Context: an optimization exercise on an open-source flow, tuned for small area. The choices shown serve that exercise and are no tape-out recipe.
Function was checked by simulation only, so behaviour that the tests miss may differ from the original.
Power is estimated from default activity; no workload was simulated.

$ cat flow/run.sh
#!/bin/bash
# synth_recipe.tcl (not shown) runs the flow's synth.tcl, then flattens the netlist and writes it again
# the make line also repeats each setting of config.mk as NAME=value (left out here)
make -C /OpenROAD-flow-scripts/flow DESIGN_CONFIG=/design/flow/config.mk WORK_HOME=/design/flow/orfs CLKGATE_MAP_FILE= SYNTH_SCRIPT=/design/flow/synth_recipe.tcl finish
$ cat flow/config.mk
export PLATFORM = sky130hd
export DESIGN_NAME = capture_framer
export DESIGN_NICKNAME = capture_framer
export VERILOG_FILES = /design/flow/design.v
export SDC_FILE = /design/flow/constraint.sdc
export NUM_CORES = 4
export LEC_CHECK = 0
export CAP_MARGIN = 20
export CORE_MARGIN = 2
export CORE_UTILIZATION = 40
export SLEW_MARGIN = 20
$ cat flow/constraint.sdc
create_clock -name core_clock -period 7.0 [get_ports {clk}]
set_input_delay 1.4000 -clock core_clock [delete_from_list [all_inputs] [get_ports {clk}]]
set_output_delay 1.4000 -clock core_clock [all_outputs]
set_load 0.01 [all_outputs]
$ cat flow/design.v
package scope_pkg;
    localparam logic [7:0] FRAME_HDR = 8'hA5;
    localparam int unsigned SET_EN_BIT   = 0;
    localparam int unsigned SET_MODE_LSB = 1;
    localparam int unsigned SET_MODE_MSB = 2;
    localparam int unsigned SET_TRIG_LSB = 3;
    localparam int unsigned SET_TRIG_MSB = 7;
endpackage
module frame_buffer #(
    parameter int unsigned NUM_CH    = 2,
    parameter int unsigned SAMPLE_W  = 12,
    parameter int unsigned FRAME_LEN = 64,
    localparam int unsigned WORD_W   = NUM_CH * SAMPLE_W
) (
    input  logic              clk,
    input  logic              shift,
    input  logic [WORD_W-1:0] wr_data,
    output logic [WORD_W-1:0] head
);
    logic [FRAME_LEN*WORD_W-1:0] sr;
    always_ff @(posedge clk) begin
        if (shift) begin
            sr <= {sr[(FRAME_LEN-1)*WORD_W-1:0], wr_data};
        end
    end
    assign head = sr[FRAME_LEN*WORD_W-1 -: WORD_W];
endmodule
module capture_framer #(
    parameter int unsigned NUM_CH    = 2,
    parameter int unsigned SAMPLE_W  = 12,
    parameter int unsigned FRAME_LEN = 64
) (
    input  logic                       clk,
    input  logic                       reset,
    input  logic [7:0]                 settings,
    input  logic [SAMPLE_W-1:0]        trig_level,
    input  logic                       sample_valid,
    input  logic [NUM_CH*SAMPLE_W-1:0] samples,
    output logic [7:0]                 tx_data,
    output logic                       tx_valid,
    input  logic                       tx_ready,
    output logic                       busy,
    output logic                       overrun
);
    localparam int unsigned IDX_W = $clog2(FRAME_LEN);
    typedef enum logic [2:0] {
        IDLE,
        ARMED,
        CAPTURE,
        SEND_HDR,
        SEND_CFG,
        SEND_DATA,
        SEND_SUM,
        DONE
    } state_t;
    state_t              state, state_nxt;
    logic [7:1]          set_q;        
    logic [SAMPLE_W-1:0] level_q;
    logic                prev_ge;      
    logic                have_prev;
    logic [IDX_W-1:0]    idx;          
    logic [1:0]          bsel;         
    logic [7:0]          csum;
    logic                tx_valid_nxt;
    logic                overrun_nxt;
    logic                en, take, free_run, trig_ch1;
    logic [SAMPLE_W-1:0] trig_curr;
    logic                curr_ge, trig_hit;
    logic                store, shift, idx_last;
    logic [NUM_CH*SAMPLE_W-1:0] head;
    logic [7:0]          data_byte;
    frame_buffer #(
        .NUM_CH    (NUM_CH),
        .SAMPLE_W  (SAMPLE_W),
        .FRAME_LEN (FRAME_LEN)
    ) u_buf (
        .clk     (clk),
        .shift   (shift),
        .wr_data (samples),
        .head    (head)
    );
    assign en       = settings[scope_pkg::SET_EN_BIT];
    assign take     = tx_valid && tx_ready;
    assign free_run = (set_q[2:1] == 2'b00);
    assign trig_ch1 = (set_q[7:3] == 5'd1);
    assign trig_curr = trig_ch1 ? samples[2*SAMPLE_W-1:SAMPLE_W] : samples[SAMPLE_W-1:0];
    assign curr_ge  = (trig_curr >= level_q);
    assign trig_hit = (set_q[2:1] == 2'b10) ? (prev_ge && !curr_ge) : (!prev_ge && curr_ge);
    assign idx_last = (idx == IDX_W'(FRAME_LEN - 1));
    assign store = en && sample_valid &&
                   ((state == CAPTURE) || (state == ARMED && !free_run && have_prev && trig_hit));
    assign shift = store || (state == SEND_DATA && take && bsel == 2'd3);
    always_comb begin
        case (bsel)
            2'd0: data_byte = head[7:0];
            2'd1: data_byte = {4'h0, head[11:8]};
            2'd2: data_byte = head[19:12];
            default: data_byte = {4'h0, head[23:20]};
        endcase
        case (state)
            SEND_CFG:  tx_data = {set_q, 1'b1};
            SEND_DATA: tx_data = data_byte;
            SEND_SUM:  tx_data = csum;
            default:   tx_data = scope_pkg::FRAME_HDR;
        endcase
    end
    always_comb begin
        state_nxt    = state;
        tx_valid_nxt = tx_valid;
        overrun_nxt  = overrun | sample_valid;
        case (state)
            IDLE: begin
                if (en) begin
                    state_nxt   = ARMED;
                    overrun_nxt = 1'b0;
                end
            end
            ARMED: begin
                overrun_nxt = overrun;
                if (!en)           state_nxt = IDLE;
                else if (free_run) state_nxt = CAPTURE;
                else if (store)    state_nxt = CAPTURE;
            end
            CAPTURE: begin
                overrun_nxt = overrun;
                if (!en)                    state_nxt = IDLE;
                else if (store && idx_last) state_nxt = SEND_HDR;
            end
            SEND_HDR: begin
                tx_valid_nxt = 1'b1;
                if (take) state_nxt = SEND_CFG;
            end
            SEND_CFG: begin
                if (take) state_nxt = SEND_DATA;
            end
            SEND_DATA: begin
                if (take && idx_last && bsel == 2'd3) state_nxt = SEND_SUM;
            end
            SEND_SUM: begin
                if (take) begin
                    tx_valid_nxt = 1'b0;
                    if (set_q[2:1] == 2'b11) state_nxt = DONE;
                    else if (en)             state_nxt = ARMED;
                    else                     state_nxt = IDLE;
                end
            end
            default: begin   
                if (!en) state_nxt = IDLE;
            end
        endcase
    end
    always_ff @(posedge clk) begin
        if (reset) begin
            state    <= IDLE;
            tx_valid <= 1'b0;
            busy     <= 1'b0;
            overrun  <= 1'b0;
        end else begin
            state    <= state_nxt;
            tx_valid <= tx_valid_nxt;
            busy     <= (state_nxt != IDLE) && (state_nxt != DONE);
            overrun  <= overrun_nxt;
        end
    end
    always_ff @(posedge clk) begin
        if (state == IDLE && en) begin
            set_q   <= settings[7:1];
            level_q <= trig_level;
        end
        if (state == ARMED && sample_valid) begin
            prev_ge <= curr_ge;
        end
        have_prev <= (state == ARMED) && (have_prev || sample_valid);
        idx       <= ((state == ARMED) ? '0 : idx) + IDX_W'(shift);
        bsel      <= (state == SEND_DATA) ? bsel + 2'(take) : 2'd0;
        if (state == SEND_HDR) begin
            csum <= scope_pkg::FRAME_HDR;
        end else if (take) begin
            csum <= csum ^ tx_data;
        end
    end
endmodule
==> results of run 1 <==
## cells in the final DEF, fill, tap and decap left out, types with 9 or more instances in the layout
cell / count
edfxtp_1: 1556
inv_1: 14
ha_1: 14
o21ai_0: 12
nor2_1: 19
a21oi_1: 11
clkinv_2: 18
buf_12: 14
clkdlybuf4s50_1: 58
clkbuf_16: 153
nand2_1: 26
buf_4: 12
bufinv_16: 9
clkbuf_1: 34
dfxtp_1: 23
mux2_2: 16
clkinv_1: 34
## registers in the layout, summed over array words and instances, names as in the netlist, 2 cells and up
name,cells
idx,6
level_q,12
bsel,2
csum,8
state,3
u_buf.sr,1536
set_q,7
## through the flow
stage | area (sq um) | cells
after global routing | 56400 | 3761
after CTS | 56400 | 3761
after global placement | 51700 | 3495
after detailed placement | 51700 | 3495
after floorplan | 48800 | 1799
final | 56400 | 3761
## worst reg2reg max path, stage by stage, from the launching register on
cell       delay (ns)
edfxtp_1         0.41
nor4_2           0.29
buf_4            0.33
mux2i_1          0.31
ha_1             0.26
nand2b_4         0.15
a2111oi_4        0.35
o21ba_2          0.23
nand4_1          0.55
o2bb2ai_1        0.41
a31oi_1          0.16
o22ai_4          0.40
buf_4            0.88
## cell usage after synthesis (7+ instances only)
master	instances	area [sq um]
nor2b_1	8	50.1
clkbuf_1	7	26.3
nor2_1	19	71.3
nand2_1	26	97.6
ha_1	15	188
xor2_1	8	70.1
edfxtp_1	1556	46700
o21ai_0	13	65.1
mux2_2	16	180
inv_1	14	52.6
nand3_1	7	35.0
a21oi_1	11	55.1
dfxtp_1	23	460
## cells by family (layout without fill, tap and decap cells)
kind of cell	count (synthesis)	after routing	synth area share [%]
XOR/XNOR	10	10	0.180
multiplexers	23	23	0.616
AO/OA/AOI/OAI	55	55	0.804
AND/OR/NAND/NOR	90	90	0.927
buffers and inverters	27	364	0.221
flip-flops	1579	1579	96.9
adder cells (fa/ha/maj)	15	15	0.385
## worst paths after layout
kind	slack [ns]	cells after the start	start	endpoint
setup reg to reg	1.82	12	set_q[4]	u_buf.sr[1395]
hold / removal	0.40	0	u_buf.sr[697]	u_buf.sr[721]
hold reg to reg	0.40	0	u_buf.sr[697]	u_buf.sr[721]
setup / recovery	1.82	12	set_q[4]	u_buf.sr[1395]
## metal layers
metal | vias up | share of wire [%] | global-route usage, %
met3 | 121 | 6.2 | 3.17
met2 | 344 | 42 | 11.7
met5 | - | 0 | 0
met4 | 0 | 2.6 | 3.81
met1 | 8571 | 49 | 12.9
li1 | 7729 | - | -
## report_power, final
| part | internal (W) | leakage [nW] | switching (W) |
|---|---|---|---|
| registers | 0.0103 | 13.1 | 0.0000230 |
| logic | 0.0000616 | 0.964 | 0.0000869 |
| clock network | 0.00438 | 2.29 | 0.00324 |
| total | 0.0147 | 16.3 | 0.00335 |
## final cells by class
type                            count  area share (%)
Timing Repair Buffer               84            1.69
Inverter                           14          0.0931
Clock buffer                      188            7.04
Tap cell                         1625            3.60
Sequential cell                  1579            83.6
Clock inverter                     78            1.33
Multi-Input combinational cell    193            2.62
==> notes.md, run 1 <==
largest net degree at the start of global routing 193; IO Port Bufs 58; Synthesis Warnings 2; initial antenna violation count 1; Final HPWL DP 26.9 mm; htree depth 4; Initial Utilization 40.2%; Die Y 353 um; # fillers 9,733; CP Cell Sequence nor4_2 -> buf_4 -> mux2i_1 -> ha_1 -> nand2b_4 -> a2111oi_4 -> o21ba_2 -> nand4_1 -> o2bb2ai_1 -> a31oi_1 -> o22ai_4 -> buf_4; number of global-route vias before repair 16.6k; fin crit share 74.0%; max cap viols 0; Area Growth Syn to Fin 15.8%; overall power 0.0181 W; syn nets between 1.5k and 2k; RSZ-0062 raised after global routing false; worst hold path type flip-flop to flip-flop; DRT Pass-1 Iters 7; status timing/DRC/antenna clean; gr ovfl total 0; hold_ws 0.399 ns; leak pwr 16.3 nW; final setup fails 0; register clock-pin slew on the reported worst setup and hold paths 0.06 ns; cell area after synthesis 0.0487 sq mm; drt via density 4.46; CP Data Arrival Time 5.49 ns; GRT Util Overall under 10%; most frequent CP cell buf_4; final max-slew violation count 0; io pins a little under 60; core area between 0.1 and 0.15 sq mm; DR vias 16.8k; # Post-CTS Setup Buffers 0; die area approximately 0.12 sq mm; drt wl/cell 14.9 um; Gates resized, CTS repair 0; Worst Setup Start Kind flip-flop; clk sink count roughly 1.6k; Seq. cell area 0.0472 sq mm; pwr/cell area 321 mW/mm^2; Setup WS post-layout 1.82 ns; Max Buffers Root-to-Sink 3; crit-path max FO 87; final wirelength approximately 56 mm; DIE WIDTH around 350 um; CTS tree built; Slew @ Worst Pin about 1.0 ns; area of the multi-input gates 0.00148 sq mm; Min Clock Period, post-route 5.18 ns; Post-synth EDFFs around 1.6k; Layout Skew 0.0414 ns; GPL Wtd Cong 0.822; Antenna diodes 0; VDD IR max 251 uV; Critical Path RT approximately 7.3 ns; Top FF cell, synth edfxtp_1; Crit-path slowest cell buf_4; register area share after synthesis a little over nine tenths; largest delay contributor family on the critical path compound AO/OA/AOI/OAI gates; Finished Core Util between 40% and 50%; post-route setup TNS 0 ns; critical path type flip-flop to flip-flop; slew margin rel. 30.8%; initial DRC count 1,678; Cell variety after synth 47; #FFs+latches synth 1,579; ys async rst share 0%; global-route wire length before repair roughly 88 mm; max incr delay on CP 0.88 ns; row count 128; clk root buf clkbuf_16; DRC 0; share of cells above drive strength 1 12.0%; CTS Hold Bufs 0; Routed Antenna Nets 0; Final Hold Fails 0; dpl ws 1.18 ns; crit path buf inv count 2; NumNets Final 2,084; CTS buffer count about 150; Avg Cell Area, Syn 27.1 sq um; worst-skew pair later-pin latency between 0.7 and 0.8 ns; cell count after synthesis roughly 1.8k; Crit. End Element flip-flop; Max Clk Rate 193 MHz
==> run 2, diff against run 1 <==
--- a/flow/design.v
+++ b/flow/design.v
@@ -13,15 +13,21 @@
     localparam int unsigned WORD_W   = NUM_CH * SAMPLE_W
 ) (
     input  logic              clk,
+    input  logic              reset,
     input  logic              shift,
     input  logic [WORD_W-1:0] wr_data,
-    output logic [WORD_W-1:0] head
+    output logic [WORD_W-1:0] head,     
+    output logic              pol
 );
-    logic [FRAME_LEN*WORD_W-1:0] sr;
+    logic [FRAME_LEN*WORD_W-1:0] sr, prev;
+    logic                        sel_prev, sel_own;
+    assign sel_prev = shift || reset;
+    assign sel_own  = !shift || reset;
+    assign prev     = {sr[(FRAME_LEN-1)*WORD_W-1:0], wr_data ^ {WORD_W{pol}}};
     always_ff @(posedge clk) begin
-        if (shift) begin
-            sr <= {sr[(FRAME_LEN-1)*WORD_W-1:0], wr_data};
-        end
+        sr <= ~((sr | {FRAME_LEN*WORD_W{sel_prev}}) & (prev | {FRAME_LEN*WORD_W{sel_own}}));
+        if (reset) pol <= 1'b0;
+        else       pol <= ~pol;
     end
     assign head = sr[FRAME_LEN*WORD_W-1 -: WORD_W];
 endmodule
@@ -69,15 +75,18 @@
     logic                store, shift, idx_last;
     logic [NUM_CH*SAMPLE_W-1:0] head;
     logic [7:0]          data_byte;
+    logic                pol;
     frame_buffer #(
         .NUM_CH    (NUM_CH),
         .SAMPLE_W  (SAMPLE_W),
         .FRAME_LEN (FRAME_LEN)
     ) u_buf (
         .clk     (clk),
+        .reset   (reset),
         .shift   (shift),
         .wr_data (samples),
-        .head    (head)
+        .head    (head),
+        .pol     (pol)
     );
     assign en       = settings[scope_pkg::SET_EN_BIT];
     assign take     = tx_valid && tx_ready;
@@ -92,10 +101,10 @@
     assign shift = store || (state == SEND_DATA && take && bsel == 2'd3);
     always_comb begin
         case (bsel)
-            2'd0: data_byte = head[7:0];
-            2'd1: data_byte = {4'h0, head[11:8]};
-            2'd2: data_byte = head[19:12];
-            default: data_byte = {4'h0, head[23:20]};
+            2'd0: data_byte = head[7:0] ^ {8{pol}};
+            2'd1: data_byte = {4'h0, head[11:8] ^ {4{pol}}};
+            2'd2: data_byte = head[19:12] ^ {8{pol}};
+            default: data_byte = {4'h0, head[23:20] ^ {4{pol}}};
         endcase
         case (state)
             SEND_CFG:  tx_data = {set_q, 1'b1};
--- a/flow/config.mk
+++ b/flow/config.mk
@@ -5,7 +5,9 @@
 export SDC_FILE = /design/flow/constraint.sdc
 export NUM_CORES = 4
 export LEC_CHECK = 0
+export ABC_AREA = 1
 export CAP_MARGIN = 20
 export CORE_MARGIN = 2
-export CORE_UTILIZATION = 40
+export CORE_UTILIZATION = 70
+export PLACE_DENSITY = 0.8
 export SLEW_MARGIN = 20
==> notes.md, run 2 <==
CTS Hold Bufs 0; final max-slew violation count 0; Comb pwr share under 10%; syn nets 3,837; largest registers u_buf.sr: 1536 flops, level_q: 12 flops, csum: 8 flops; Die Y about 280 um; VDD IR max ~250 uV; commonest non-fill, non-tap cell in the layout dfxtp_1; cell area after synthesis 0.0526 sq mm; register with the most flip-flops u_buf.sr; GRT Util Overall 21.2%; GPL Wtd Cong 0.803; Max Used Layer met4; pwr/cell area between 300 and 400 mW/mm^2; Crit. End Element flip-flop; gr ovfl total 0; Slew @ Worst Pin 0.985 ns; core area approximately 0.074 sq mm; # Post-CTS Setup Buffers 0; Final Hold Fails 0; leak pwr 21.6 nW; CTS tree built; die area roughly 0.077 sq mm; #FFs+latches synth 1,580; Seq pwr share 53.7%; simple-gate portion of the synthesized area between 1 and 1.5%; slew margin rel. 34.4%; share of cells above drive strength 1 34.5%; Antenna diodes 0; CTS buffer count 148; initial DRC count roughly 1.7k; largest cells by area after synthesis dfxtp_1 (59%), o22ai_2 (24%), o22ai_1 (6.4%); Synth top area share 59.4%; Layout Skew 0.0277 ns; clk sink count 1,580; # fillers 4,424; RSZ-0062 raised after global routing false; global-route wire length before repair 141 mm; post-route setup TNS 0 ns; largest net degree at the start of global routing 152; Top FF cell, synth dfxtp_1; met3 WL post-DR 2.31 mm; DR vias 29.3k; Post-synth top cells dfxtp_1 (1,560), o22ai_2 (1,000), o22ai_1 (536); ys async rst share 0%; Cell variety after synth 39; CP Cell Sequence nor3_1 -> nand3_1 -> mux2_2 -> ha_1 -> nand2_1 -> nor2_1 -> inv_1 -> nor2_1 -> nand2_1 -> nand2_1 -> nand2_1 -> nand3_1 -> nand2_1 -> nand2_2 -> nand2_2 -> nand2_8 -> buf_12 -> o22ai_1; post-synthesis xor/xnor area fraction less than 1%; status timing/DRC/antenna clean; final wirelength 84.8 mm; most frequent cells in the layout dfxtp_1 (1,560), o22ai_2 (1,000), o22ai_1 (536), clkbuf_16 (152), nand2_1 (79); Non-Filler Instances between 4k and 5k; switching power 0.00424 W; Routed Antenna Nets 0; Post-synth EDFFs 20; Avg Cell Area, Syn 13.9 sq um; hold_ws approximately 0.44 ns; register clock-pin slew on the reported worst setup and hold paths 0.06 ns; io pins 59; register area share after synthesis between 60% and 70%; row count 100; Pint 0.0150 W; critical path type flip-flop to flip-flop; clk root buf clkbuf_16; Max Buffers Root-to-Sink 3; worst hold path type flip-flop to flip-flop; fin crit share 66.1%; Initial Utilization 70.7%; DIE WIDTH 278 um; Crit-path slowest cell buf_12; worst-skew pair later-pin latency 0.72 ns; Worst Setup Start Kind flip-flop; cell accounting for the most synthesized area dfxtp_1; Net Sw Frac between 20% and 30%; IO Port Bufs 58; overall power between 0.015 and 0.02 W; max FFs per register 1,536; final setup fails 0; initial antenna violation count 0; drt wl/cell 17.8 um; drt via density 6.14; Final HPWL DP ~47 mm; cell count after synthesis around 3.8k; combinational family with the most area after synthesis compound AO/OA/AOI/OAI gates; max incr delay on CP 0.68 ns; mux share of post-synthesis cell area 0.335%; Max Clk Rate 216 MHz; Gates resized, CTS repair 0; most common cell in the synthesized netlist dfxtp_1; CP Data Arrival Time 5.17 ns; Synthesis Warnings 2; DRC 0; max cap viols 0; Area Growth Syn to Fin 8.29%; DRT Pass-1 Iters 5; NumNets Final 3,757; Adder-Cell Fraction of Synth Area 0.357%; post-synthesis compound-gate area fraction slightly above 30%; most frequent CP cell nand2_1; htree depth 4; number of global-route vias before repair 29.1k; Finished Core Util 76.5%; clock power share 40.6%; Critical Path RT 7.55 ns; metal2 WL ~42 mm; Post-Place Cells ~4.5k; Min Clock Period, post-route 4.62 ns; crit-path max FO 151; met1 wire length 38.6 mm
run 2: cell count changes after synthesis, moves of 8 or more:
cell / previous run / this run
dfxtp_1: 23 / 1560
edfxtp_1: 1556 / 20
o22ai_2: 0 / 1000
o22ai_1: 4 / 536
buf_6: 0 / 224
buf_2: 5 / 88
nand2_1: 26 / 79
inv_1: 14 / 54
xor2_1: 8 / 31
clkbuf_1: 7 / 27
nand4_1: 2 / 10
nor2b_1: 8 / 0
run 2: power groups by stage:
stage / Clock, W / Combinational [W] / Sequential (W)
3_5_place_dp: 0 / 0.00111 / 0.0105
6_report: 0.00782 / 0.00111 / 0.0103
5_1_grt: 0.00834 / 0.00120 / 0.0104
3_3_place_gp: 0 / 0.00105 / 0.0105
2_1_floorplan: 0 / 0.00102 / 0.0104
4_1_cts: 0.00797 / 0.00112 / 0.0103
run 2: cell type report:
class / count / area, sq um / area share [%]
flip-flops and latches: 1580 / 31800 / 55.9
clock inverters: 38 / 417 / 0.732
repair buffers: 118 / 1410 / 2.47
inverters: 59 / 221 / 0.389
multi-input cells: 1787 / 17400 / 30.6
clock buffers: 221 / 4420 / 7.77
well taps: 969 / 1210 / 2.13
run 2: path summary, 6_finish.rpt:
| kind | depth (start not counted) | slack [ns] | end | start |
|---|---|---|---|---|
| max | 18 | 2.38 | u_buf.sr[1418] | set_q[5] |
| min | 1 | 0.44 | u_buf.sr[73] | u_buf.sr[49] |
| max reg2reg | 18 | 2.38 | u_buf.sr[1418] | set_q[5] |
| min reg2reg | 1 | 0.44 | u_buf.sr[73] | u_buf.sr[49] |
run 2: kinds of logic (layout without fill, tap and decap cells):
logic type                 after synthesis  count (layout)
AOI/OAI and AO/OA                     1584            1584
adders and majority gates               15              15
buffers and inverters                  407             436
muxes                                   16              16
and+or+nand+nor                        140             140
xor gates and xnor gates                32              32
DFF                                   1580            1580
run 2: stage by stage:
step           cell area [sq um]  setup WS (ns)
6_report                   57000           2.38
5_1_grt                    57000           1.91
4_1_cts                    57000           2.39
3_5_place_dp               52100           1.91
3_3_place_gp               52100           2.03
2_1_floorplan              52600           3.52
run 2: per-layer routing:
metal	global-route usage [%]	vias up
met2	36.4	384
met3	3.52	169
met4	7.14	0
li1	-	14300
met5	0	-
met1	27.4	14400
run 2: worst max-delay path: cells and delay by family (launching register included):
| family | cells | cell delay, ns |
|---|---|---|
| adders and majority gates | 1 | 0.31 |
| DFF | 1 | 0.39 |
| buffers and inverters | 2 | 0.74 |
| and+or+nand+nor | 13 | 2.11 |
| muxes | 1 | 0.47 |
| AOI/OAI and AO/OA | 1 | 0.17 |
==> run 3, diff against run 2 <==
--- a/flow/config.mk
+++ b/flow/config.mk
@@ -6,8 +6,12 @@
 export NUM_CORES = 4
 export LEC_CHECK = 0
 export ABC_AREA = 1
+export ABC_CLOCK_PERIOD_IN_PS = 7000
 export CAP_MARGIN = 20
 export CORE_MARGIN = 2
 export CORE_UTILIZATION = 70
+export CTS_BUF_LIST = sky130_fd_sc_hd__clkbuf_8
+export CTS_CLUSTER_DIAMETER = 60
+export CTS_CLUSTER_SIZE = 18
 export PLACE_DENSITY = 0.8
 export SLEW_MARGIN = 20
==> notes.md, run 3 <==
status timing/DRC/antenna clean; cell count after synthesis 3,774; cell area after synthesis 0.0526 sq mm; Top FF cell, synth dfxtp_1; DIE WIDTH 278 um; CP Data Arrival Time about 5 ns; drt via density 6.16; CP Cell Sequence nor3_1 -> nand3_1 -> mux2_2 -> ha_1 -> nand2_1 -> nor2_1 -> inv_1 -> nor2_1 -> nand2_1 -> nand2_1 -> nand2_1 -> nand3_1 -> nand2_1 -> nand2_2 -> nand2_2 -> nand2_8 -> buf_12 -> o22ai_1; initial DRC count 1,780; DRT Pass-1 Iters 6; Critical Path Start set_q[5]; Layout Skew between 0.03 and 0.04 ns; Initial Utilization between 70% and 80%; dpl ws around 1.9 ns; Crit. End Element flip-flop; R2R cell count 18; # Post-CTS Setup Buffers 0; register with the most flip-flops u_buf.sr; Comb pwr share 7.0%; Crit-path slowest cell buf_12; share of cells above drive strength 1 about a third; Worst Setup Start Kind flip-flop; Synthesis Warnings 2; Max Buffers Root-to-Sink 3; worst r2r dst u_buf.sr[1417]; Post-synth top cells dfxtp_1 (1,560), o22ai_2 (1,000), o22ai_1 (536); Gates resized, CTS repair 0; CTS buffer count 102; max incr delay on CP roughly 0.7 ns; global-route wire length before repair 134 mm; register area share after synthesis approximately three fifths; flop2flop setup slack roughly 2.4 ns; hold path start u_buf.sr[49]; Hold EP u_buf.sr[73]; most frequent cells in the layout dfxtp_1 (1,560), o22ai_2 (1,000), o22ai_1 (536), clkbuf_8 (108), nand2_1 (79); GPL Wtd Cong about 0.8; most common cell in the synthesized netlist dfxtp_1; Routed Antenna Nets 0; Setup WS post-layout between 2 and 2.5 ns; register clock-pin slew on the reported worst setup and hold paths 0.10 ns; critical path type flip-flop to flip-flop; NumNets Final 3,711; Final HPWL DP 47.5 mm; worst-skew pair later-pin latency 0.74 ns; RSZ-0062 raised after global routing false; CTS Hold Bufs 0; syn nets 3,837; leak pwr 20.1 nW; Final Hold Fails 0; Net Sw Frac 23.0%; final setup fails 0; largest cells by area after synthesis dfxtp_1 (59%), o22ai_2 (24%), o22ai_1 (6.4%); Synth top area share about three fifths; # fillers 4,851; placed cell area about 0.052 sq mm; Pint about 0.012 W; core area around 0.074 sq mm; number of global-route vias before repair about 28k; #FFs+latches synth 1,580; Avg Cell Area, Syn 13.9 sq um; VDD IR max 279 uV; ys async rst share 0%; initial antenna violation count 1; crit-path max FO 151; Design Area, Final 0.0539 sq mm; htree depth 3; Seq pwr share 66.0%; io pins 59; largest net degree at the start of global routing about 150; overall power approximately 0.016 W; Max Clk Rate 218 MHz; GRT Util Overall between 10% and 20%; gr ovfl total 0; die area 0.0773 sq mm; row count 100; switching power about 0.0036 W; Critical Path RT approximately 7.6 ns; Die Y 278 um; DR vias about 29k; RR Startpoint set_q[5]; Min Clock Period, post-route about 4.6 ns; max FFs per register ~1.5k; IO Port Bufs 58; worst hold stages 1; DRC 0; slew margin rel. 36.8%; most frequent CP cell nand2_1; commonest non-fill, non-tap cell in the layout dfxtp_1; post-route setup TNS 0 ns; clock power share 26.9%; final max-slew violation count 0; drt wl/cell approximately 17 um; pwr/cell area 290 mW/mm^2; clk root buf clkbuf_8; Cell variety after synth 39; cell accounting for the most synthesized area dfxtp_1; Slew @ Worst Pin 0.948 ns; clk sink count about 1.6k; hold_ws between 0.4 and 0.5 ns; largest registers u_buf.sr: 1536 flops, level_q: 12 flops, csum: 8 flops; fin crit share 65.5%; max cap viols 0; Post-synth EDFFs 20; CTS tree built; worst hold path type flip-flop to flip-flop; final wirelength about 80 mm; Area Growth Syn to Fin 2.45%
[run 3: cell type report]
class | count | area [sq um] | area share, %
repair buffers | 118 | 1410 | 2.61
flip-flops and latches | 1580 | 31800 | 59.1
clock inverters | 24 | 283 | 0.525
clock buffers | 108 | 1490 | 2.76
diodes | 1 | 2.50 | 0.00464
multi-input cells | 1787 | 17400 | 32.4
inverters | 59 | 221 | 0.411
well taps | 969 | 1210 | 2.25
[run 3: worst max-delay path by stage]
stage                     end  cells past startpoint
6_report       u_buf.sr[1417]                     18
5_1_grt        u_buf.sr[1417]                     18
4_1_cts            tx_data[0]                      6
3_5_place_dp   u_buf.sr[1407]                     17
3_3_place_gp   u_buf.sr[1361]                     17
2_1_floorplan          idx[4]                     18
[run 3: power by group through the flow]
stage	clock, W	combinational, W	sequential, W
detailed placement	0	0.00111	0.0105
CTS	0.00436	0.00111	0.0103
global placement	0	0.00105	0.0105
global route	0.00467	0.00119	0.0104
floorplan	0	0.00102	0.0104
finish	0.00421	0.00110	0.0103
[run 3: per-layer routing]
layer	track usage, %	vias up	wire length [um]
met1	26.4	14100	37500
met5	0	-	0
met3	2.60	135	1830
li1	-	14100	-
met2	33.9	269	39200
met4	6.26	0	1920
[run 3: kinds of logic (layout without fill, tap and decap cells)]
kind of cell | Yosys count | in the layout | synth area share (%)
muxes | 16 | 16 | 0.335
other | 0 | 1 | 0
adders and majority gates | 15 | 15 | 0.357
AOI/OAI and AO/OA | 1584 | 1584 | 30.7
xor gates and xnor gates | 32 | 32 | 0.533
buffers and inverters | 407 | 309 | 6.35
DFF | 1580 | 1580 | 60.5
and+or+nand+nor | 140 | 140 | 1.19
[run 3: through the flow]
stage               cells  utilization, %
floorplan            3774               -
finish               4646            72.4
detailed placement   4513            70.0
CTS                  4645            72.4
global route         4646            72.4
global placement     4513            70.0
[run 3: worst max-delay path: cells and delay by family (launching register included)]
family	cells	cell delay (ns)
and+or+nand+nor	13	2.13
buffers and inverters	2	0.76
muxes	1	0.48
DFF	1	0.41
adders and majority gates	1	0.29
AOI/OAI and AO/OA	1	0.14
==> run 4, diff against run 3 <==
--- a/flow/config.mk
+++ b/flow/config.mk
@@ -10,8 +10,8 @@
 export CAP_MARGIN = 20
 export CORE_MARGIN = 2
 export CORE_UTILIZATION = 70
-export CTS_BUF_LIST = sky130_fd_sc_hd__clkbuf_8
-export CTS_CLUSTER_DIAMETER = 60
-export CTS_CLUSTER_SIZE = 18
+export CTS_BUF_LIST = sky130_fd_sc_hd__clkbuf_16
+export CTS_CLUSTER_DIAMETER = 100
+export CTS_CLUSTER_SIZE = 25
 export PLACE_DENSITY = 0.8
 export SLEW_MARGIN = 20
==> notes.md, run 4 <==
max cap viols 0; Cell variety after synth 39; most common cell in the synthesized netlist dfxtp_1; largest net degree at the start of global routing roughly 150; Avg Cell Area, Syn 13.9 sq um; Critical Path RT ~7.5 ns; max incr delay on CP about 0.7 ns; leak pwr 20.2 nW; Crit. End Element flip-flop; Setup WS post-layout 2.42 ns; ys async rst share 0%; fin crit share around 65%; Final HPWL DP 47.5 mm; status timing/DRC/antenna clean; drt wl/cell 17.6 um; CTS Hold Bufs 0; VDD IR max 271 uV; cell count after synthesis 3,774; Gates resized, CTS repair 0; Antenna diodes 0; Max Buffers Root-to-Sink 3; most frequent CP cell nand2_1; mux share of post-synthesis cell area less than 1%; post-synthesis xor/xnor area fraction 0.533%; commonest non-fill, non-tap cell in the layout dfxtp_1; largest registers u_buf.sr: 1536 flops, level_q: 12 flops, csum: 8 flops; Routed Antenna Nets 0; share of cells above drive strength 1 between 30% and 40%; cell area after synthesis roughly 0.053 sq mm; Min Clock Period, post-route 4.58 ns; Adder-Cell Fraction of Synth Area 0.357%; Finished Core Util between 70% and 80%; largest cells by area after synthesis dfxtp_1 (59%), o22ai_2 (24%), o22ai_1 (6.4%); CTS buffer count 73; initial DRC count 1,814; Synth top area share between 50% and 60%; Top FF cell, synth dfxtp_1; Crit-path slowest cell buf_12; Area Growth Syn to Fin 2.85%; Max Clk Rate 218 MHz; global-route wire length before repair 134 mm; NumNets Final between 3k and 4k; worst-skew pair later-pin latency 0.64 ns; slew margin rel. a little over a third; final setup fails 0; max FFs per register approximately 1.5k; DRT Pass-1 Iters 5; register area share after synthesis roughly three fifths; final wirelength approximately 81 mm; post-synthesis compound-gate area fraction approximately 31%; die area 0.0773 sq mm; # Post-CTS Setup Buffers 0; DR vias roughly 29k; htree depth 3; number of global-route vias before repair 27.9k; row count 100; IO Port Bufs 58; Die Y roughly 280 um; final max-slew violation count 0; worst hold path type flip-flop to flip-flop; DRC 0; Synthesis Warnings 2; clk root buf clkbuf_16; Initial Utilization approximately 71%; DIE WIDTH 278 um; cell accounting for the most synthesized area dfxtp_1; register with the most flip-flops u_buf.sr; Slew @ Worst Pin 0.964 ns; CTS tree built; pwr/cell area 296 mW/mm^2; Post-synth top cells dfxtp_1 (1,560), o22ai_2 (1,000), o22ai_1 (536); Layout Skew about 0.023 ns; post-route setup TNS 0 ns; CP Data Arrival Time 5.08 ns; critical path type flip-flop to flip-flop; RSZ-0062 raised after global routing false; io pins 59; crit-path max FO 151; Worst Setup Start Kind flip-flop; clk sink count 1,580; initial antenna violation count 0; gr ovfl total 0; syn nets 3,837; CP Cell Sequence nor3_1 -> nand3_1 -> mux2_2 -> ha_1 -> nand2_1 -> nor2_1 -> inv_1 -> nor2_1 -> nand2_1 -> nand2_1 -> nand2_1 -> nand3_1 -> nand2_1 -> nand2_2 -> nand2_2 -> nand2_8 -> buf_12 -> o22ai_2; register clock-pin slew on the reported worst setup and hold paths 0.10 ns; combinational family with the most area after synthesis compound AO/OA/AOI/OAI gates; most frequent cells in the layout dfxtp_1 (1,560), o22ai_2 (1,000), o22ai_1 (536), nand2_1 (79), clkbuf_16 (75); #FFs+latches synth between 1.5k and 2k; GPL Wtd Cong 0.803; simple-gate portion of the synthesized area 1.19%; GRT Util Overall 20.0%; core area 0.0744 sq mm; drt via density 6.20; dpl ws 1.91 ns; Final Hold Fails 0; Post-synth EDFFs 20; overall power between 0.015 and 0.02 W
[run 4: cell counts after synthesis]
No cell type changed its count.
[run 4: kinds of logic (layout without fill, tap and decap cells)]
| kind of cell | after synthesis | after routing |
|---|---|---|
| adder cells (fa/ha/maj) | 15 | 15 |
| flip-flops | 1580 | 1580 |
| buffers and inverters | 407 | 261 |
| AND/OR/NAND/NOR | 140 | 140 |
| AO/OA/AOI/OAI | 1584 | 1584 |
| XOR/XNOR | 32 | 32 |
| multiplexers | 16 | 16 |
[run 4: final timing paths]
check,depth (start not counted),slack [ns],startpoint,endpoint
worst max-delay path,18,2.42,set_q[5],u_buf.sr[889]
worst min-delay path,1,0.44,u_buf.sr[254],u_buf.sr[278]
worst max register to register,18,2.42,set_q[5],u_buf.sr[889]
worst min register to register,1,0.44,u_buf.sr[254],u_buf.sr[278]
[run 4: final cells by class]
class,count,area (sq um)
clock inverter,9,103
timing repair buffer,118,1410
inverter,59,221
tap,969,1210
multi-input combinational,1787,17400
fill,4839,20300
clock buffer,75,1880
sequential,1580,31800
[run 4: metrics by stage]
step | cells | cell area, sq um | hold WS, ns
after floorplan | 3774 | 52600 | 0.424
after global placement | 4513 | 52100 | 0.432
after detailed placement | 4513 | 52100 | 0.435
after CTS | 4597 | 54100 | 0.447
after global routing | 4597 | 54100 | 0.460
final | 4597 | 54100 | 0.444
[run 4: per-layer routing]
layer  GRT usage, %  up-vias  wire [um]
li1               -    14100          -
met1           26.7    14100      37300
met2           34.5      260      39900
met3           2.33      121       1740
met4           5.65        0       1750
met5              0        -          0
[run 4: worst max-delay path: cells and delay by family, from the launching register on]
family,cells,cell delay (ns)
compound gates,1,0.12
fa+ha+maj,1,0.29
buf+inv,2,0.76
flops,1,0.41
mux,1,0.47
simple gates,13,2.12
[run 4: power breakdown]
| part | switching, W | internal [W] | leakage, nW |
|---|---|---|---|
| Sequential | 0.000567 | 0.00976 | 13.3 |
| Combinational | 0.000424 | 0.000678 | 5.91 |
| Clock | 0.00262 | 0.00195 | 0.979 |
| Total | 0.00361 | 0.0124 | 20.2 |
==> run 5, diff against run 4 <==
==> flow/flow/run.sh (new file) <==
#!/bin/bash
# The standard layout, with one hook before floorplanning (pre_floorplan.tcl)
# that returns ABC's upsized cells to their smallest size and removes ABC's
# buffers, so that placement buffers against real wire loads instead.
set -euo pipefail
export PRE_FLOORPLAN_TCL="$PWD/flow/pre_floorplan.tcl"
bash standard.sh > standard.log 2>&1
==> flow/flow/pre_floorplan.tcl (new file) <==
# Undo the sizing and buffering that ABC does against its fixed output load:
# every combinational cell goes to the smallest cell of its family, and
# the buffers ABC inserted are removed. Placement's repair_design then
# buffers and sizes against the real wires.
set db [ord::get_db]
set n 0
foreach inst [[ord::get_db_block] getInsts] {
  set m [$inst getMaster]
  set name [$m getName]
  if {![regexp {^(sky130_fd_sc_hd__[a-z0-9]+)_([0-9]+)$} $name -> base drive]} { continue }
  if {[string match "*df*" $base] || [string match "*dl*" $base] || [string match "*buf*" $base] || [string match "*inv*" $base]} { continue }
  set best $m
  set barea [expr {[$m getWidth] * [$m getHeight]}]
  foreach d {0 1 2} {
    set c [$db findMaster ${base}_$d]
    if {$c eq "NULL" || $c eq ""} { continue }
    set a [expr {[$c getWidth] * [$c getHeight]}]
    if {$a < $barea} { set best $c; set barea $a }
  }
  if {$best ne $m} { $inst swapMaster $best; incr n }
}
puts "pre_floorplan: downsized $n cells"
remove_buffers
==> flow/standard.sh (new file) <==
#!/bin/bash
# synth_recipe.tcl (not shown) runs the flow's synth.tcl, then flattens the netlist and writes it again
# the make line also repeats each setting of config.mk as NAME=value (left out here)
make -C /OpenROAD-flow-scripts/flow DESIGN_CONFIG=/design/flow/config.mk WORK_HOME=/design/flow/orfs CLKGATE_MAP_FILE= SYNTH_SCRIPT=/design/flow/synth_recipe.tcl "${@:-finish}"
--- a/flow/config.mk
+++ b/flow/config.mk
@@ -10,8 +10,8 @@
 export CAP_MARGIN = 20
 export CORE_MARGIN = 2
 export CORE_UTILIZATION = 70
-export CTS_BUF_LIST = sky130_fd_sc_hd__clkbuf_16
-export CTS_CLUSTER_DIAMETER = 100
-export CTS_CLUSTER_SIZE = 25
+export CTS_BUF_LIST = sky130_fd_sc_hd__clkbuf_8
+export CTS_CLUSTER_DIAMETER = 60
+export CTS_CLUSTER_SIZE = 18
 export PLACE_DENSITY = 0.8
 export SLEW_MARGIN = 20
removed: flow/run.sh
==> notes.md, run 5 <==
status timing/DRC/antenna clean; htree depth 3; Max Buffers Root-to-Sink 3; row count 91; Worst Setup Start Kind flip-flop; clk root buf clkbuf_8; CP Cell Sequence nor3_1 -> nand3_1 -> mux2_2 -> ha_1 -> nand2_1 -> nand2_1 -> nand2_1 -> nand2_1 -> a21oi_1 -> nand2_1 -> nand2_1 -> nand3_1 -> nand2_1 -> nand2_2 -> nand3_4 -> buf_12 -> buf_12 -> o22ai_1; worst-skew pair later-pin latency 0.71 ns; leak pwr 17.6 nW; initial antenna violation count 1; Synthesis Warnings 2; DR vias 27.8k; CTS buffer count 98; cell area after synthesis roughly 0.043 sq mm; number of global-route vias before repair 26.8k; critical path type flip-flop to flip-flop; R2R cell count 18; clk sink count 1,580; Avg Cell Area, Syn around 13 sq um; largest net degree at the start of global routing around 180; largest delay contributor family on the critical path simple AND/OR/NAND/NOR gates; worst r2r dst u_buf.sr[984]; final wirelength around 70 mm; flop2flop setup slack 1.58 ns; Layout Skew between 0.02 and 0.03 ns; CP Data Arrival Time 5.98 ns; CTS tree built; DRT Pass-1 Iters 8; most frequent cells in the layout dfxtp_1 (1,559), o22ai_1 (1,536), clkbuf_8 (101), nand2_1 (78), inv_1 (60); post-route setup TNS 0 ns; DRC 0; Die Y 252 um; most frequent CP cell nand2_1; RSZ-0062 raised after global routing false; global-route wire length before repair 118 mm; NumNets Final ~3.7k; CTS Hold Bufs 0; initial DRC count 1,538; share of cells above drive strength 1 5.02%; drt wl/cell 15.6 um; Area Growth Syn to Fin 8.70%; Crit. path cell count 18; DIE WIDTH 252 um; Slew @ Worst Pin 1.13 ns; final max-slew violation count 0; final setup fails 0; VDD IR max slightly above 200 uV; crit-path max FO between 100 and 150; Critical Path RT 7.55 ns; Crit-path slowest cell nand3_1; core area 0.0614 sq mm; gr ovfl total 0; Gates resized, CTS repair 0; largest registers u_buf.sr: 1536 flops, level_q: 12 flops, csum: 8 flops; Initial Utilization a little over two thirds; max incr delay on CP 0.77 ns; Final Hold Fails 0; drt via density 6.27; Crit. End Element flip-flop; IO Port Bufs a little under 60; register clock-pin slew on the reported worst setup and hold paths 0.10 ns; GPL Wtd Cong 0.861; Worst Setup EP u_buf.sr[984]; Final HPWL DP 40.4 mm; Critical Path Start set_q[5]; Routed Antenna Nets 0; Max Clk Rate approximately 180 MHz; syn nets 3,489; fin crit share 77.5%; cell count after synthesis 3,426; crit path buf inv count 2; register with the most flip-flops u_buf.sr; die area 0.0637 sq mm; pwr/cell area between 300 and 400 mW/mm^2; GRT Util Overall 21.3%; Min Clock Period, post-route 5.42 ns; max cap viols 0; io pins 59; Finished Core Util 76.5%; commonest non-fill, non-tap cell in the layout dfxtp_1; RR Startpoint set_q[5]; slew margin rel. 25.0%; max FFs per register about 1.5k; worst hold path type flip-flop to flip-flop; # Post-CTS Setup Buffers 0
==> run 5: power by group <==
part           switching (W)  internal (W)
combinational       0.000355      0.000434
clock                0.00247       0.00135
sequential          0.000397       0.00975
total                0.00322        0.0115
==> run 5: worst register-to-register path: cells and delay by family, from the launching register on <==
kind,cells,cell delay (ns)
AO/OA/AOI/OAI,2,0.86
adder cells (fa/ha/maj),1,0.32
buffers and inverters,2,0.85
flip-flops,1,0.42
multiplexers,1,0.63
AND/OR/NAND/NOR,12,2.17
==> run 5: per-stage QoR <==
stage                     hold slack [ns]  area, sq um  power [W]  instances  setup WS (ns)
after floorplan                     0.426        43300     0.0110       3426          -5.85
after global placement              0.431        45500     0.0110       4324           1.63
after detailed placement            0.436        45500     0.0111       4324           1.54
after CTS                           0.430        46900     0.0149       4435           1.73
after global routing                0.454        46900     0.0154       4436           1.31
final                               0.423        46900     0.0148       4436           1.58
==> run 5: how the worst min path moves through the flow <==
stage | to | depth (start not counted) | slack, ns | startpoint
after floorplan | u_buf.sr[1532] | 1 | 0.43 | u_buf.sr[1508]
after global placement | u_buf.sr[519] | 1 | 0.43 | u_buf.sr[495]
after detailed placement | u_buf.sr[876] | 1 | 0.44 | u_buf.sr[852]
after CTS | u_buf.sr[256] | 1 | 0.43 | u_buf.sr[232]
after global routing | u_buf.sr[812] | 1 | 0.45 | u_buf.sr[788]
final | u_buf.sr[740] | 1 | 0.42 | u_buf.sr[716]
==> run 5: routing by layer <==
metal / up-vias / GRT usage, % / share of wire [%]
met5: - / 0 / 0
met4: 0 / 5.49 / 1.7
met3: 95 / 3.27 / 3.2
met2: 384 / 37.1 / 48
met1: 13200 / 27.9 / 47
li1: 14100 / - / -
==> run 5: cell type report <==
cell class              count  area [sq um]
multi-input cells        1787         11200
clock buffers             101          1390
diodes                      1          2.50
clock inverters            10          85.1
flip-flops and latches   1580         31800
well taps                 790           988
fillers                  3943         14400
repair buffers            108          1220
inverters                  59           221
==> run 6, diff against run 5 <==
--- a/flow/design.v
+++ b/flow/design.v
@@ -93,7 +93,12 @@
     assign free_run = (set_q[2:1] == 2'b00);
     assign trig_ch1 = (set_q[7:3] == 5'd1);
     assign trig_curr = trig_ch1 ? samples[2*SAMPLE_W-1:SAMPLE_W] : samples[SAMPLE_W-1:0];
-    assign curr_ge  = (trig_curr >= level_q);
+    always_comb begin
+        curr_ge = 1'b1;
+        for (int i = 0; i < SAMPLE_W; i++) begin
+            curr_ge = (trig_curr[i] & ~level_q[i]) | ((trig_curr[i] | ~level_q[i]) & curr_ge);
+        end
+    end
     assign trig_hit = (set_q[2:1] == 2'b10) ? (prev_ge && !curr_ge) : (!prev_ge && curr_ge);
     assign idx_last = (idx == IDX_W'(FRAME_LEN - 1));
     assign store = en && sample_valid &&
@@ -158,16 +163,15 @@
             end
         endcase
     end
+    assign busy = (state != IDLE) && (state != DONE);
     always_ff @(posedge clk) begin
         if (reset) begin
             state    <= IDLE;
             tx_valid <= 1'b0;
-            busy     <= 1'b0;
             overrun  <= 1'b0;
         end else begin
             state    <= state_nxt;
             tx_valid <= tx_valid_nxt;
-            busy     <= (state_nxt != IDLE) && (state_nxt != DONE);
             overrun  <= overrun_nxt;
         end
     end
==> flow/flow/run.sh (replaced) <==
#!/bin/bash
# The standard layout with three changes:
#  - a hook before floorplanning (pre_floorplan.tcl) returns ABC's upsized
#    cells to their smallest size and removes ABC's buffers, so placement
#    buffers against real wire loads instead;
#  - the port buffers are buf_1 cells;
#  - clock tree synthesis adds no dummy loads.
set -euo pipefail
export PRE_FLOORPLAN_TCL="$PWD/flow/pre_floorplan.tcl"
export BUFFER_PORTS_ARGS="-buffer_cell sky130_fd_sc_hd__buf_1"
export CTS_ARGS="-sink_clustering_enable -repair_clock_nets -buf_list sky130_fd_sc_hd__clkbuf_8 -sink_clustering_size 18 -sink_clustering_max_diameter 60 -dont_use_dummy_load"
bash standard.sh > standard.log 2>&1
==> notes.md, run 6 <==
post-route setup TNS 0 ns; final setup fails 0; htree depth 3; Layout Skew 0.0846 ns; leak pwr 17.3 nW; GPL Wtd Cong 0.882; register clock-pin slew on the reported worst setup and hold paths 0.10 ns; Max Clk Rate roughly 200 MHz; Gates resized, CTS repair 0; io pins 59; final wirelength a little over 70 mm; core area 0.0606 sq mm; number of global-route vias before repair between 20k and 30k; CTS buffer count 98; initial DRC count between 1.5k and 2k; pwr/cell area 369 mW/mm^2; DRT Pass-1 Iters 5; drt wl/cell approximately 16 um; Routed Antenna Nets 0; worst-skew pair later-pin latency 0.73 ns; max cap viols 0; # Post-CTS Setup Buffers 0; drt via density around 6.4; clk root buf clkbuf_8; CP Data Arrival Time 5.44 ns; IO Port Bufs 58; DIE WIDTH 252 um; RSZ-0062 raised after global routing false; Final HPWL DP 42.0 mm; critical path type flip-flop to flip-flop; CTS tree built; worst hold path type flip-flop to flip-flop; most frequent cells in the layout dfxtp_1 (1,558), o22ai_1 (1,536), clkbuf_8 (98), nand2_1 (78), buf_1 (58); Synthesis Warnings 2; NumNets Final 3,677; cell count after synthesis between 3k and 4k; # fillers 3,844; Initial Utilization between 70% and 80%; VDD IR max 243 uV; register with the most flip-flops u_buf.sr; initial antenna violation count 0; Avg Cell Area, Syn 12.6 sq um; Post-Place Cells 4,309; final max-slew violation count 0; die area between 0.06 and 0.07 sq mm; largest net degree at the start of global routing between 200 and 300; max FFs per register ~1.5k; fin crit share approximately 70%; Slew @ Worst Pin 1.10 ns; area of the multi-input gates 0.0112 sq mm; Worst Setup Start Kind flip-flop; Min Clock Period, post-route 4.91 ns; row count 90; Non-Filler Instances 4,408; syn nets 3,479; CTS Hold Bufs 0; cell area after synthesis 0.0431 sq mm; Crit. End Element flip-flop; clk sink count around 1.6k; Area Growth Syn to Fin 7.25%; share of cells above drive strength 1 4.30%; Design Area, Final 0.0462 sq mm; status timing/DRC/antenna clean; placed cell area 0.0449 sq mm; Seq. cell area 0.0318 sq mm; Finished Core Util 76.3%; commonest non-fill, non-tap cell in the layout dfxtp_1; crit-path max FO 140; Max Buffers Root-to-Sink 3; DR vias approximately 28k; Die Y 252 um; largest registers u_buf.sr: 1536 flops, level_q: 12 flops, csum: 8 flops; DRC 0; hold_ws 0.385 ns; GRT Util Overall 21.8%; global-route wire length before repair approximately 120 mm; Final Hold Fails 0; slew margin rel. a little over a quarter; gr ovfl total 0; Critical Path RT ~7.5 ns
-- run 6: worst paths after layout --
check | from | to | slack [ns] | cells past startpoint
max | set_q[6] | u_buf.sr[145] | 2.09 | 23
min | u_buf.sr[195] | u_buf.sr[219] | 0.38 | 1
max reg2reg | set_q[6] | u_buf.sr[145] | 2.09 | 23
min reg2reg | u_buf.sr[195] | u_buf.sr[219] | 0.38 | 1
-- run 6: through the flow --
| stage | setup slack [ns] | power, W |
|---|---|---|
| detailed placement | 2.09 | 0.0136 |
| CTS | 2.12 | 0.0172 |
| finish | 2.09 | 0.0171 |
| global placement | 2.18 | 0.0134 |
| global route | 1.68 | 0.0179 |
| floorplan | -5.81 | 0.0133 |
-- run 6: where the power goes --
group / switching (W) / internal, W / total (W)
Sequential: 0.000914 / 0.0107 / 0.0116
Clock: 0.00244 / 0.00126 / 0.00370
Combinational: 0.000865 / 0.000906 / 0.00177
-- run 6: metal layers --
metal,GRT usage (%),part of all wire [%]
met3,3.71,3.2
met2,35.8,47
met1,30.1,47
met4,5.98,2.1
met5,0,0
-- run 6: layout make-up --
cell class	count	area share, %
sequential	1579	68.9
multi-input combinational	1810	24.1
clock buffer	98	2.92
tap	782	2.12
timing repair buffer	98	1.64
inverter	40	0.325
antenna	1	0.00542
-- run 6: worst max-delay path, cell delays in order, from the launching register on --
cell and delay (ns):
edfxtp_1 0.55, nor2_1 0.30, nand3_1 0.50, nand2_1 0.25, nand3_1 0.12, nand2_1 0.07
nand3_1 0.06, nand3_1 0.08, nand3_1 0.08, nand3_1 0.08, nand3_1 0.07, nand3_1 0.07
nand3_1 0.06, nand3_1 0.06, nand3_1 0.06, nand3_1 0.11, nand3_1 0.19, nand3_1 0.14
nand2_1 0.10, nand2_2 0.12, nand2_1 0.16, nand2_8 0.65, buf_12 0.48, o22ai_1 0.13
==> run 7, diff against run 6 <==
--- a/flow/design.v
+++ b/flow/design.v
@@ -20,12 +20,9 @@
     output logic              pol
 );
     logic [FRAME_LEN*WORD_W-1:0] sr, prev;
-    logic                        sel_prev, sel_own;
-    assign sel_prev = shift || reset;
-    assign sel_own  = !shift || reset;
-    assign prev     = {sr[(FRAME_LEN-1)*WORD_W-1:0], wr_data ^ {WORD_W{pol}}};
+    assign prev = {sr[(FRAME_LEN-1)*WORD_W-1:0], wr_data ^ {WORD_W{pol}}};
     always_ff @(posedge clk) begin
-        sr <= ~((sr | {FRAME_LEN*WORD_W{sel_prev}}) & (prev | {FRAME_LEN*WORD_W{sel_own}}));
+        sr <= ~(shift ? prev : sr);
         if (reset) pol <= 1'b0;
         else       pol <= ~pol;
     end
==> flow/flow/run.sh (replaced) <==
#!/bin/bash
set -euo pipefail
export PRE_FLOORPLAN_TCL="$PWD/flow/pre_floorplan.tcl"
export BUFFER_PORTS_ARGS="-buffer_cell sky130_fd_sc_hd__buf_1"
export CTS_ARGS="-sink_clustering_enable -repair_clock_nets -buf_list sky130_fd_sc_hd__clkbuf_8 -sink_clustering_size 19 -sink_clustering_max_diameter 60 -dont_use_dummy_load"
bash standard.sh > standard.log 2>&1
==> flow/flow/pre_floorplan.tcl (replaced) <==
# Technology remapping before floorplanning.
#
# 1. Remove the buffers synthesis inserted; placement rebuffers against real
#    wire loads.
# 2. Each frame buffer bit computes ~(shift ? prev : own). Synthesis maps that
#    onto two or three small gates per bit; here it becomes one o22ai cell,
#    ~((shift | own) & (shift_n | prev)), with one shared inverter making
#    shift_n. The old per-bit logic is left without loads and deleted.
# 3. Every remaining combinational cell goes to the smallest cell of its
#    family; repair_design and repair_timing size up what needs it.
set db [ord::get_db]
set block [ord::get_db_block]

remove_buffers

proc master {name} {
  set m [[ord::get_db] findMaster $name]
  if {$m eq "NULL" || $m eq ""} { error "no master $name" }
  return $m
}

set shift [$block findNet "shift"]
if {$shift eq "NULL" || $shift eq ""} { error "no net named shift" }
set pol_net ""
set flops [dict create]
foreach inst [$block getInsts] {
  set n [$inst getName]
  if {[regexp {^u_buf\.sr\\?\[([0-9]+)\\?\]} $n -> i]} {
    dict set flops $i $inst
  } elseif {[regexp {^u_buf\.pol} $n]} {
    set pol_net [[$inst findITerm Q] getNet]
  }
}
set nbits [dict size $flops]
puts "pre_floorplan: $nbits frame buffer bits"
if {$nbits != 1536 || $pol_net eq ""} { error "unexpected frame buffer netlist" }

set inv [odb::dbInst_create $block [master sky130_fd_sc_hd__inv_1] "fb_shift_inv"]
set shift_n [odb::dbNet_create $block "fb_shift_n"]
[$inv findITerm A] connect $shift
[$inv findITerm Y] connect $shift_n

set o22 [master sky130_fd_sc_hd__o22ai_1]
set xor [master sky130_fd_sc_hd__xor2_1]
for {set i 0} {$i < $nbits} {incr i} {
  set ff [dict get $flops $i]
  set own [[$ff findITerm Q] getNet]
  if {$i >= 24} {
    set prev [[[dict get $flops [expr {$i - 24}]] findITerm Q] getNet]
  } else {
    set in [$block findNet "samples\[$i\]"]
    if {$in eq "NULL" || $in eq ""} { error "no net samples\[$i\]" }
    set x [odb::dbInst_create $block $xor "fb_in_xor_$i"]
    set prev [odb::dbNet_create $block "fb_in_$i"]
    [$x findITerm A] connect $in
    [$x findITerm B] connect $pol_net
    [$x findITerm X] connect $prev
  }
  set g [odb::dbInst_create $block $o22 "fb_sel_$i"]
  set dnet [odb::dbNet_create $block "fb_d_$i"]
  [$g findITerm A1] connect $shift
  [$g findITerm A2] connect $own
  [$g findITerm B1] connect $shift_n
  [$g findITerm B2] connect $prev
  [$g findITerm Y] connect $dnet
  set d [$ff findITerm D]
  $d disconnect
  $d connect $dnet
}

# Delete logic that no longer drives anything.
set removed 0
while {1} {
  set dead {}
  foreach inst [$block getInsts] {
    set m [$inst getMaster]
    if {[$m isSequential] || [$m getType] ne "CORE"} { continue }
    set outs 0
    set used 0
    foreach it [$inst getITerms] {
      if {![$it isOutputSignal]} { continue }
      incr outs
      set net [$it getNet]
      if {$net eq "NULL" || $net eq ""} { continue }
      if {[llength [$net getBTerms]] > 0} { set used 1; break }
      foreach other [$net getITerms] {
        if {[$other isInputSignal]} { set used 1; break }
      }
      if {$used} { break }
    }
    if {$outs > 0 && !$used} { lappend dead $inst }
  }
  if {[llength $dead] == 0} { break }
  foreach inst $dead {
    set nets {}
    foreach it [$inst getITerms] {
      set net [$it getNet]
      if {$net ne "NULL" && $net ne ""} { lappend nets $net }
    }
    odb::dbInst_destroy $inst
    incr removed
    foreach net $nets {
      if {[llength [$net getITerms]] == 0 && [llength [$net getBTerms]] == 0} {
        odb::dbNet_destroy $net
      }
    }
  }
}
puts "pre_floorplan: deleted $removed cells left without loads"

set n 0
foreach inst [$block getInsts] {
  set m [$inst getMaster]
  set name [$m getName]
  if {![regexp {^(sky130_fd_sc_hd__[a-z0-9]+)_([0-9]+)$} $name -> base drive]} { continue }
  if {[string match "*df*" $base] || [string match "*dl*" $base] || [string match "*buf*" $base] || [string match "*inv*" $base]} { continue }
  set best $m
  set barea [expr {[$m getWidth] * [$m getHeight]}]
  foreach d {0 1 2} {
    set c [$db findMaster ${base}_$d]
    if {$c eq "NULL" || $c eq ""} { continue }
    set a [expr {[$c getWidth] * [$c getHeight]}]
    if {$a < $barea} { set best $c; set barea $a }
  }
  if {$best ne $m} { $inst swapMaster $best; incr n }
}
puts "pre_floorplan: downsized $n cells"
--- a/flow/config.mk
+++ b/flow/config.mk
@@ -12,6 +12,7 @@
 export CORE_UTILIZATION = 70
 export CTS_BUF_LIST = sky130_fd_sc_hd__clkbuf_8
 export CTS_CLUSTER_DIAMETER = 60
-export CTS_CLUSTER_SIZE = 18
+export CTS_CLUSTER_SIZE = 19
 export PLACE_DENSITY = 0.8
 export SLEW_MARGIN = 20
+export SYNTH_HIERARCHICAL = 1
==> notes.md, run 7 <==
Layout Skew between 0.06 and 0.07 ns; worst-skew pair later-pin latency 0.73 ns; worst hold path type flip-flop to flip-flop; DR vias 27.4k; worst r2r dst u_buf.sr[491]; critical path type flip-flop to flip-flop; clock power share roughly 15%; IO Port Bufs slightly below 60; Critical Path RT around 7.6 ns; Max Clk Rate 179 MHz; Gates resized, CTS repair 0; die area 0.0635 sq mm; Final HPWL DP around 42 mm; worst hold stages 1; row count 90; switching power 0.00659 W; CTS tree built; Hold EP u_buf.sr[290]; GPL Wtd Cong ~0.9; DIE WIDTH around 250 um; syn nets 3,470; Initial Utilization a little over 70%; dpl ws 1.68 ns; commonest non-fill, non-tap cell in the layout dfxtp_1; RR Startpoint set_q[6]; largest net degree at the start of global routing 313; Min Clock Period, post-route between 5 and 6 ns; RSZ-0062 raised after global routing false; CTS buffer count 93; Crit. End Element flip-flop; number of global-route vias before repair 25.7k; final max-slew violation count 0; CP Data Arrival Time 6.15 ns; drt wl/cell 15.9 um; Comb pwr share between 10% and 20%; GRT Util Overall 21.4%; hold_ws between 0.3 and 0.4 ns; Seq pwr share 67.4%; io pins 59; final wirelength a little under 70 mm; initial DRC count between 1.5k and 2k; Non-Filler Instances between 4k and 5k; slew margin rel. 28.8%; overall power approximately 0.024 W; hold path start u_buf.sr[266]; DRT Pass-1 Iters 5; initial antenna violation count 2; pwr/cell area around 520 mW/mm^2; Max Buffers Root-to-Sink 3; Final Hold Fails 0; clk root buf clkbuf_8; NumNets Final approximately 3.7k; Avg Cell Area, Syn 12.6 sq um; Pint 0.0175 W; max FFs per register 1,536; Worst Setup Start Kind flip-flop; core area slightly above 0.06 sq mm; leak pwr 17.0 nW; global-route wire length before repair about 120 mm; R2R cell count 24; status timing/DRC/antenna clean; Die Y 252 um; crit-path max FO 202; Routed Antenna Nets 0; register with the most flip-flops u_buf.sr; clk sink count 1,579; Synthesis Warnings 8; fin crit share 79.7%; # Post-CTS Setup Buffers 0; largest registers u_buf.sr: 1536 flops, level_q: 12 flops, csum: 8 flops; Net Sw Frac ~27%; Area Growth Syn to Fin 6.99%; share of cells above drive strength 1 3.78%; cell area after synthesis 0.0430 sq mm; final setup fails 0; most frequent cells in the layout dfxtp_1 (1,558), o22ai_1 (1,538), clkbuf_8 (93), nand2_1 (78), buf_1 (58); Setup WS post-layout 1.42 ns; flop2flop setup slack 1.42 ns; max cap viols 0; drt via density around 6.3; Post-Place Cells 4,288; Slew @ Worst Pin 1.07 ns; gr ovfl total 0; register clock-pin slew on the reported worst setup and hold paths roughly 0.11 ns; CTS Hold Bufs 0; VDD IR max between 300 and 400 uV; post-route setup TNS 0 ns; htree depth 3; DRC 0; cell count after synthesis 3,419
## run 7: cell type report
cell class / count / area [sq um]
clock buffers: 93 / 1280
flip-flops and latches: 1579 / 31800
inverters: 39 / 154
diodes: 2 / 5.00
repair buffers: 88 / 713
multi-input cells: 1801 / 11100
well taps: 782 / 978
fillers: 3966 / 14500
## run 7: power by group through the flow
stage,logic (W),registers (W),clock network (W)
after floorplan,0.00366,0.0159,0
after global placement,0.00388,0.0162,0
after detailed placement,0.00424,0.0164,0
after CTS,0.00423,0.0162,0.00374
after global routing,0.00472,0.0168,0.00403
final,0.00421,0.0162,0.00362
## run 7: worst max-delay path, cell delays in order, from the launching register on
cell and delay, ns:
edfxtp_1 0.42, nor2_1 0.56, nand3_1 0.62, nand2_1 0.28
inv_1 0.09, nor2_1 0.13, nand2_1 0.06, nand3_1 0.07
nand3_1 0.08, nand3_1 0.08, nand3_1 0.07, nand3_1 0.07
nand3_1 0.07, nand3_1 0.07, nand3_1 0.07, nand3_1 0.08
nand3_1 0.21, nand3_1 0.18, nand3_1 0.10, nand2_1 0.08
nand2_2 0.10, nand2_8 0.63, buf_12 0.42, buf_16 0.52
o22ai_1 0.21
## run 7: per-stage QoR
stage / cell area, sq um / utilization, %
global placement: 44700 / 73.8
floorplan: 43100 / -
global route: 46000 / 76.0
CTS: 46000 / 76.0
detailed placement: 44700 / 73.8
finish: 46000 / 76.0
## run 7: worst max-delay path by stage
stage           startpoint            end  slack [ns]
6_report          set_q[6]  u_buf.sr[491]        1.42
3_5_place_dp      set_q[6]  u_buf.sr[491]        1.68
2_1_floorplan  samples[13]    u_buf.sr[0]      -32.93
3_3_place_gp   samples[13]  u_buf.sr[131]        1.82
5_1_grt           set_q[6]  u_buf.sr[491]        0.89
4_1_cts           set_q[6]  u_buf.sr[956]        1.65
## run 7: layer usage
layer | up-vias | GRT usage, % | wire, um
met4 | 0 | 5.98 | 1590
met3 | 131 | 3.62 | 2230
met2 | 345 | 36.0 | 32100
li1 | 14100 | - | -
met5 | - | 0 | 0
met1 | 12900 | 28.8 | 33600
==> run 8, diff against run 7 <==
==> flow/flow/run.sh (replaced) <==
#!/bin/bash
set -euo pipefail
export PRE_FLOORPLAN_TCL="$PWD/flow/pre_floorplan.tcl"
export BUFFER_PORTS_ARGS="-buffer_cell sky130_fd_sc_hd__buf_1"
export CTS_ARGS="-sink_clustering_enable -repair_clock_nets -buf_list sky130_fd_sc_hd__clkbuf_8 -sink_clustering_size 20 -sink_clustering_max_diameter 90 -dont_use_dummy_load"
bash standard.sh > standard.log 2>&1
--- a/flow/config.mk
+++ b/flow/config.mk
@@ -11,8 +11,8 @@
 export CORE_MARGIN = 2
 export CORE_UTILIZATION = 70
 export CTS_BUF_LIST = sky130_fd_sc_hd__clkbuf_8
-export CTS_CLUSTER_DIAMETER = 60
-export CTS_CLUSTER_SIZE = 19
+export CTS_CLUSTER_DIAMETER = 90
+export CTS_CLUSTER_SIZE = 20
 export PLACE_DENSITY = 0.8
 export SLEW_MARGIN = 20
 export SYNTH_HIERARCHICAL = 1
==> notes.md, run 8 <==
gr ovfl total 0; max cap viols 0; io pins 59; share of cells above drive strength 1 roughly 3.6%; core area 0.0606 sq mm; max incr delay on CP approximately 0.64 ns; Slew @ Worst Pin 1.06 ns; RR Startpoint set_q[6]; largest registers u_buf.sr: 1536 flops, level_q: 12 flops, csum: 8 flops; final wirelength 69.5 mm; Critical Path Start set_q[6]; cell area after synthesis 0.0430 sq mm; Design Area, Final about 0.046 sq mm; Initial Utilization 71.0%; hold_ws 0.425 ns; row count 90; slew margin rel. 29.6%; Non-Filler Instances 4,378; Max Buffers Root-to-Sink 3; Worst Setup Start Kind flip-flop; GPL Wtd Cong 0.901; final setup fails 0; RSZ-0062 raised after global routing false; syn nets 3,470; register clock-pin slew on the reported worst setup and hold paths ~0.11 ns; crit path buf inv count 3; Final Hold Fails 0; critical path type flip-flop to flip-flop; DR vias 27.4k; Crit-path slowest cell nand2_8; drt via density roughly 6.3; placed cell area 0.0447 sq mm; Crit. End Element flip-flop; most frequent cells in the layout dfxtp_1 (1,558), o22ai_1 (1,538), clkbuf_8 (88), nand2_1 (78), buf_1 (58); Gates resized, CTS repair 0; worst-skew pair later-pin latency 0.72 ns; commonest non-fill, non-tap cell in the layout dfxtp_1; pwr/cell area around 520 mW/mm^2; NumNets Final 3,648; max FFs per register 1,536; Layout Skew 0.0517 ns; most frequent CP cell nand3_1; CP Cell Sequence nor2_1 -> nand3_1 -> nand2_1 -> inv_1 -> nor2_1 -> nand2_1 -> nand3_1 -> nand3_1 -> nand3_1 -> nand3_1 -> nand3_1 -> nand3_1 -> nand3_1 -> nand3_1 -> nand3_1 -> nand3_1 -> nand3_1 -> nand3_1 -> nand2_1 -> nand2_2 -> nand2_8 -> buf_12 -> buf_16 -> o22ai_1; Final HPWL DP 41.6 mm; fin crit share about four fifths; Critical Path RT 7.56 ns; DIE WIDTH 252 um; Min Clock Period, post-route 5.49 ns; status timing/DRC/antenna clean; die area 0.0635 sq mm; Avg Cell Area, Syn 12.6 sq um; post-route setup TNS 0 ns; worst hold path type flip-flop to flip-flop; initial DRC count 1,575; hold path start u_buf.sr[406]; number of global-route vias before repair 25.7k; global-route wire length before repair 117 mm; VDD IR max 351 uV; leak pwr 16.9 nW; Die Y 252 um; drt wl/cell ~16 um; GRT Util Overall 21.4%; DRT Pass-1 Iters 5; CTS buffer count 88; Max Clk Rate 182 MHz; largest delay contributor family on the critical path simple AND/OR/NAND/NOR gates; Routed Antenna Nets 0; IO Port Bufs 58; # Post-CTS Setup Buffers 0; largest net degree at the start of global routing 313; initial antenna violation count 3; Setup WS post-layout 1.51 ns; DRC 0; CP Data Arrival Time ~6 ns; clk root buf clkbuf_8; register with the most flip-flops u_buf.sr; htree depth 3; Synthesis Warnings 8; CTS Hold Bufs 0; cell count after synthesis 3,419; Post-Place Cells 4,288; dpl ws 1.68 ns; Area Growth Syn to Fin 6.83%; crit-path max FO 216; clk sink count 1,579; final max-slew violation count 0; CTS tree built
==> run 8: final cells by class <==
cell class | instances | area, sq um
Inverter | 39 | 154
Timing Repair Buffer | 88 | 713
Antenna cell | 1 | 2.50
Tap cell | 782 | 978
Sequential cell | 1579 | 31800
Fill cell | 3963 | 14600
Clock buffer | 88 | 1210
Multi-Input combinational cell | 1801 | 11100
==> run 8: worst paths after layout <==
path	slack, ns	end	depth (start not counted)
worst max-delay path	1.51	u_buf.sr[345]	24
worst min register to register	0.43	u_buf.sr[430]	1
worst min-delay path	0.43	u_buf.sr[430]	1
worst max register to register	1.51	u_buf.sr[345]	24
==> run 8: worst register-to-register path, stage by stage (launching register included) <==
cell and delay [ns]:
edfxtp_1 0.42, nor2_1 0.54, nand3_1 0.61, nand2_1 0.28, inv_1 0.08, nor2_1 0.14, nand2_1 0.06, nand3_1 0.06
nand3_1 0.07, nand3_1 0.08, nand3_1 0.07, nand3_1 0.07, nand3_1 0.07, nand3_1 0.07, nand3_1 0.07, nand3_1 0.07
nand3_1 0.18, nand3_1 0.17, nand3_1 0.09, nand2_1 0.08, nand2_2 0.10, nand2_8 0.64, buf_12 0.42, buf_16 0.58
o22ai_1 0.34
==> run 8: stage by stage <==
stage / utilization (%) / power, W
5_1_grt: 75.9 / 0.0255
4_1_cts: 75.8 / 0.0241
3_3_place_gp: 73.8 / 0.0200
6_report: 75.9 / 0.0240
2_1_floorplan: - / 0.0195
3_5_place_dp: 73.8 / 0.0207
==> run 8: metal layers <==
layer | wire length [um] | vias up | part of all wire, % | global-route usage, %
met1 | 33500 | 12900 | 48 | 28.9
li1 | - | 14000 | - | -
met4 | 1380 | 0 | 2.0 | 5.77
met3 | 2400 | 117 | 3.5 | 3.63
met2 | 32200 | 392 | 46 | 35.9
met5 | 0 | - | 0 | 0
==> run 8: power by group <==
part	internal, W	switching [W]	leakage (nW)
registers	0.0138	0.00246	13.4
clock network	0.00114	0.00241	0.633
logic	0.00251	0.00170	2.86
